This is an optimization exercise on Yosys and OpenROAD, whose aim is small area, not a production implementation.
In this exercise RTL edits were held to simulation tests only and were not proved equivalent to the original.
No activity file was given, so power comes from the tool's default toggle rates.

cedar:
// imgproc_top
module imgproc_top
#(
	parameter int IMAGE_W = 640,
	parameter int RUN_LEN = 5
) (
	input  logic         clk,
	input  logic         reset_n,
	input  logic [23:0]  sink_data_i,
	input  logic         sink_sop_i,
	input  logic         sink_eop_i,
	input  logic         sink_valid_i,
	output logic         sink_ready_o,
	output logic [23:0]  source_data_o,
	output logic         source_sop_o,
	output logic         source_eop_o,
	output logic         source_valid_o,
	input  logic         source_ready_i,
	input  logic         apb_psel_i,
	input  logic         apb_penable_i,
	input  logic         apb_pwrite_i,
	input  logic [7:0]   apb_paddr_i,
	input  logic [31:0]  apb_pwdata_i,
	output logic [31:0]  apb_prdata_o,
	output logic         apb_pready_o,
	output logic         apb_pslverr_o
);
	logic [25:0] sink_beat_i, source_beat_o;   
	logic [25:0] in_beat, mix_beat;
	logic        in_valid, out_ready, fire;
	logic [9:0]  pixel_x;
	logic        is_video, frame_done, overlay_en;
	logic [1:0]  colour;
	logic [62:0] boxes;     
	logic [71:0] box_col;   
	assign sink_beat_i   = {sink_data_i, sink_sop_i, sink_eop_i};
	assign source_data_o = source_beat_o[25:2];
	assign source_sop_o  = source_beat_o[1];
	assign source_eop_o  = source_beat_o[0];
  ...
Size in the first run: about 1400 cells after synthesis, roughly 290 flip-flops, roughly 140 I/O pins, roughly 0.014 mm^2 of cells after synthesis.
Settings: LEC_CHECK=0, CAP_MARGIN=5, CORE_MARGIN=2, CORE_UTILIZATION=70, SLEW_MARGIN=5, BUFFER_PORTS_ARGS=-buffer_cell sky130_fd_sc_hd__buf_1, REMOVE_ABC_BUFFERS=1, CTS_ARGS=-sink_clustering_enable -repair_clock_nets -dont_use_dummy_load -buf_list {sky130_fd_sc_hd__clkbuf_8} -sink_clustering_size 16 -sink_clustering_max_diameter 50; clock period 5.0 ns.
standard.sh (not shown) runs the stock make flow with config.mk's settings and CLKGATE_MAP_FILE= SYNTH_SCRIPT=/design/flow/synth_recipe.tcl, a recipe that flattens the netlist after the stock synthesis.
==> flow/flow/run.sh <==
#!/bin/bash
# Own flow: the standard ORFS flow (standard.sh), with
#  - synthesis using an area-oriented ABC script (flow/abc_area.script) in
#    place of ORFS's speed script; everything else in synthesis unchanged,
#  - a few extra layout settings (flow/extra.mk) appended to config.mk.
# Each step's output goes to a log file of its own in this folder.
set -euo pipefail
cat flow/extra.mk >> config.mk
rm -rf scripts_area
cp -r "$FLOW_HOME/scripts" scripts_area
cp flow/abc_area.script scripts_area/abc_speed.script
SCRIPTS_DIR=$PWD/scripts_area bash standard.sh synth > synth_run.log 2>&1
bash standard.sh > layout_run.log 2>&1
==> flow/flow/abc_area.script <==
strash
balance
rewrite
refactor
balance
rewrite
rewrite -z
balance
refactor -z
rewrite -z
balance
balance
rewrite
refactor
balance
rewrite
rewrite -z
balance
refactor -z
rewrite -z
balance
dch -f
amap
&get -n
&st
&dch -f
&nf -R 1000 -p
&st
&syn2
&dch -f
&nf -R 1000 -p
&put
topo
dnsize -c
==> flow/flow/extra.mk <==
export BUFFER_PORTS_ARGS = -buffer_cell sky130_fd_sc_hd__buf_1
export REMOVE_ABC_BUFFERS = 1
export CTS_ARGS = -sink_clustering_enable -repair_clock_nets -dont_use_dummy_load -buf_list {sky130_fd_sc_hd__clkbuf_8} -sink_clustering_size 16 -sink_clustering_max_diameter 50
cedar reached the end of the flow, and the finished layout is clean on the timing, design-rule and antenna checks.
What quartz does differently from cedar at the input level:
==> flow/run.sh (new file) <==
#!/bin/bash
# synth_recipe.tcl (not shown) runs the flow's synth.tcl, then flattens the netlist and writes it again
# the make line also repeats each setting of config.mk as NAME=value (left out here)
make -C /OpenROAD-flow-scripts/flow DESIGN_CONFIG=/design/flow/config.mk WORK_HOME=/design/flow/orfs CLKGATE_MAP_FILE= SYNTH_SCRIPT=/design/flow/synth_recipe.tcl finish
==> flow/config.mk <==
export PLATFORM = sky130hd
export DESIGN_NAME = imgproc_top
export DESIGN_NICKNAME = imgproc_top
export VERILOG_FILES = /design/flow/design.v
export SDC_FILE = /design/flow/constraint.sdc
export NUM_CORES = 4
export LEC_CHECK = 0
export CAP_MARGIN = 20
export CORE_MARGIN = 2
export CORE_UTILIZATION = 40
export SLEW_MARGIN = 20
removed: flow/flow/run.sh
removed: flow/flow/abc_area.script
removed: flow/flow/extra.mk
removed: flow/standard.sh
==> summary.txt <==
As of quartz, instance count after placement with tap cells included had risen by more than 10% compared to cedar. Relative to cedar, the maximum clock rate measured on quartz has decreased by a few percent. quartz vs cedar — number of placement rows rose 41%. quartz: full flow OK, the timing, design-rule and antenna checks passed. Part of the cycle the worst path needs (quartz over cedar): increase, 2.7 points. quartz vs. cedar: number of clock buffers in the layout went up by about 60%, area of the mapped netlist went up by 13%.
Input-level comparison between indigo and quartz:
==> flow/flow/run.sh (new file) <==
#!/bin/bash
# Own flow: the standard ORFS flow (standard.sh), with
#  - synthesis using an area-oriented ABC script (flow/abc_area.script) in
#    place of ORFS's speed script; everything else in synthesis unchanged,
#  - a few extra layout settings (flow/extra.mk) appended to config.mk.
# Each step's output goes to a log file of its own in this folder.
set -euo pipefail
cat flow/extra.mk >> config.mk
rm -rf scripts_area
cp -r "$FLOW_HOME/scripts" scripts_area
cp flow/abc_area.script scripts_area/abc_speed.script
SCRIPTS_DIR=$PWD/scripts_area bash standard.sh synth > synth_run.log 2>&1
bash standard.sh > layout_run.log 2>&1
==> flow/flow/abc_area.script (new file) <==
strash
balance
rewrite
refactor
balance
rewrite
rewrite -z
balance
refactor -z
rewrite -z
balance
balance
rewrite
refactor
balance
rewrite
rewrite -z
balance
refactor -z
rewrite -z
balance
dch -f
amap
&get -n
&st
&dch -f
&nf -R 1000 -p
&st
&syn2
&dch -f
&nf -R 1000 -p
&put
topo
dnsize -c
==> flow/flow/extra.mk (new file) <==
export BUFFER_PORTS_ARGS = -buffer_cell sky130_fd_sc_hd__buf_1
export REMOVE_ABC_BUFFERS = 1
export CTS_ARGS = -sink_clustering_enable -repair_clock_nets -dont_use_dummy_load -buf_list {sky130_fd_sc_hd__clkbuf_8} -sink_clustering_size 16 -sink_clustering_max_diameter 50
==> flow/standard.sh (new file) <==
#!/bin/bash
# synth_recipe.tcl (not shown) runs the flow's synth.tcl, then flattens the netlist and writes it again
# the make line also repeats each setting of config.mk as NAME=value (left out here)
make -C /OpenROAD-flow-scripts/flow DESIGN_CONFIG=/design/flow/config.mk WORK_HOME=/design/flow/orfs CLKGATE_MAP_FILE= SYNTH_SCRIPT=/design/flow/synth_recipe.tcl "${@:-finish}"
-- flow/config.mk --
<<< quartz, line 10
export CORE_UTILIZATION = 40
>>> indigo, line 10
export CORE_UTILIZATION = 70
<<< quartz, line 12
>>> indigo, line 12
export BUFFER_PORTS_ARGS = -buffer_cell sky130_fd_sc_hd__buf_1
export REMOVE_ABC_BUFFERS = 1
export CTS_ARGS = -sink_clustering_enable -repair_clock_nets -dont_use_dummy_load -buf_list {sky130_fd_sc_hd__clkbuf_8} -sink_clustering_size 16 -sink_clustering_max_diameter 50
removed: flow/run.sh
## What came out
indigo ends up with lower area of the multi-input gates than quartz does.
Looking at most common library cell in the layout ignoring fill and taps, the sky130_fd_sc_hd__nand2_1 result is from quartz; the sky130_fd_sc_hd__o21ai_0 one comes from indigo.
indigo vs quartz, worst setup path endpoint: i_box_tracker.run_max[25] vs i_colour_classifier.raw[1]
Delta (indigo minus quartz): sequential cell area share rose by 7.6 points, final worst setup slack saw an increase, final weighted congestion of routability-driven global placement saw an increase, mean instance size in the synthesized netlist rose by 0.19 um^2.
The initial antenna violation count of indigo exceeds that of quartz by 1.
quartz has a lower met3 usage than indigo.
Diff quartz -> indigo | overall power consumption | decrease of 1.4 mW
Post-layout net count went down by a few percent going from quartz to indigo.
Going from quartz to indigo, wire length shrinks by about 16%.
Relative to quartz, the routed length on met3 of indigo is higher by about 50%.
The inputs of xenon differ from those of indigo as listed below.
==> flow/flow/run.sh <==
#!/bin/bash
# Own flow: the standard ORFS flow (standard.sh) with a few extra settings
# appended to the standard flow's config.mk. Each tool's output goes to its own log.
set -e
cp standard.sh standard_sh_copy.log
cp config.mk config_orig_mk.log
cat flow/extra.mk >> config.mk
bash standard.sh > standard_run.log 2>&1
==> flow/flow/extra.mk <==
export BUFFER_PORTS_ARGS = -buffer_cell sky130_fd_sc_hd__buf_1
export CTS_BUF_LIST = sky130_fd_sc_hd__clkbuf_4 sky130_fd_sc_hd__clkbuf_8
export REMOVE_ABC_BUFFERS = 1
export RECOVER_POWER = 100
-- flow/config.mk --
<<< indigo, line 10
export CORE_UTILIZATION = 70
>>> xenon, line 10
export CORE_UTILIZATION = 40
<<< indigo, line 13
>>> xenon, line 13
export CTS_BUF_LIST = sky130_fd_sc_hd__clkbuf_4 sky130_fd_sc_hd__clkbuf_8
<<< indigo, line 14
export CTS_ARGS = -sink_clustering_enable -repair_clock_nets -dont_use_dummy_load -buf_list {sky130_fd_sc_hd__clkbuf_8} -sink_clustering_size 16 -sink_clustering_max_diameter 50
>>> xenon, line 15
export RECOVER_POWER = 100
removed: flow/flow/abc_area.script
--- outcome ---
- The layout from xenon, despite a flow that completed every stage, fails the layout checks, with the failing checks listed as capacitance limit, slew limit.
- xenon vs indigo: number of non-clock inverters in the layout up by a few percent
- The design area of xenon is higher than that of indigo.
- From indigo to xenon the numbers moved as follows: placeable core area shows an increase of 0.019 mm^2, proportion of power drawn by the clock network shows an increase of 13 points, wire length shows an increase of about 20%.
What zinc does differently from xenon at the input level:
==> flow/flow/run.sh <==
#!/bin/bash
# Own flow: the standard ORFS flow (standard.sh), with
#  - synthesis using an area-oriented ABC script (flow/abc_area.script) in
#    place of ORFS's speed script; everything else in synthesis unchanged,
#  - a few extra layout settings (flow/extra.mk) appended to config.mk.
# Each step's output goes to a log file of its own in this folder.
set -euo pipefail
cat flow/extra.mk >> config.mk
rm -rf scripts_area
cp -r "$FLOW_HOME/scripts" scripts_area
cp flow/abc_area.script scripts_area/abc_speed.script
SCRIPTS_DIR=$PWD/scripts_area bash standard.sh synth > synth_run.log 2>&1
bash standard.sh > layout_run.log 2>&1
==> flow/flow/abc_area.script (new file) <==
strash
dch -f
map -a
&get -n
&st
&dch -f
&nf -R 1000 -p
&st
&syn2
&dch -f
&nf -R 1000 -p
&st
&syn2
&dch -f
&nf -R 1000 -p
&put
topo
dnsize -c
==> flow/flow/extra.mk <==
export BUFFER_PORTS_ARGS = -buffer_cell sky130_fd_sc_hd__buf_1
export REMOVE_ABC_BUFFERS = 1
export CTS_ARGS = -sink_clustering_enable -repair_clock_nets -dont_use_dummy_load -buf_list {sky130_fd_sc_hd__clkbuf_8 sky130_fd_sc_hd__clkbuf_16} -sink_clustering_size 20 -sink_clustering_max_diameter 60
-- flow/config.mk --
<<< xenon, line 10
export CORE_UTILIZATION = 40
>>> zinc, line 10
export CORE_UTILIZATION = 65
<<< xenon, line 13
export CTS_BUF_LIST = sky130_fd_sc_hd__clkbuf_4 sky130_fd_sc_hd__clkbuf_8
>>> zinc, line 13
<<< xenon, line 15
export RECOVER_POWER = 100
>>> zinc, line 14
export CTS_ARGS = -sink_clustering_enable -repair_clock_nets -dont_use_dummy_load -buf_list {sky130_fd_sc_hd__clkbuf_8 sky130_fd_sc_hd__clkbuf_16} -sink_clustering_size 20 -sink_clustering_max_diameter 60
## What came out
zinc finished every step from synthesis to the final layout, and the layout passed the timing, design-rule and antenna checks.
Summary of zinc over xenon: total inserted antenna cells decreased by 1 relative to the old numbers; detail-routed via count per cell moved up; count of non-filler cells in the finished layout lost 370.
Delta (zinc minus xenon): routed wire length fell by 7500 um, cell area fell by about 10%.

[static timing again, ports no longer ideal]
Ports are ideal in the flow. The routed layouts listed here were re-timed in OpenROAD.
Step 1 sets driving cells, clkbuf_16 on the clock port and buf_2 on the other inputs (assumed; they add their load-dependent delay and slew).
Step 2 adds t to the input delays and takes it off the output delays; t is the mean of the earliest and latest rising clock arrival at the registers after step 1. Input paths then give back, and output paths get back, about the clock's delay inside the block.
a / b / c = no drivers / after step 1 / after step 2; a / b = the first two.
run | shift t [ns] | setup WS [ns] | latest minus earliest clock arrival (ns) | slew at the worst register clock pin (ns)
cedar | 0.633 | 0.298 / 0.298 / -0.136 | 0.072 / 0.072 | 0.10 / 0.10
quartz | 0.567 | 0.163 / 0.155 / -0.377 | 0.021 / 0.021 | 0.06 / 0.06
indigo | 0.635 | 0.290 / 0.290 / -0.133 | 0.077 / 0.077 | 0.10 / 0.10
xenon | 0.638 | 0.232 / 0.151 / -0.284 | 0.025 / 0.024 | 0.07 / 0.07
zinc | 0.567 | 0.370 / 0.402 / -0.165 | 0.047 / 0.047 | 0.08 / 0.08
For quartz, which loses most, drivers alone change the setup slack by -0.008 ns; drivers and shift together by -0.540 ns.
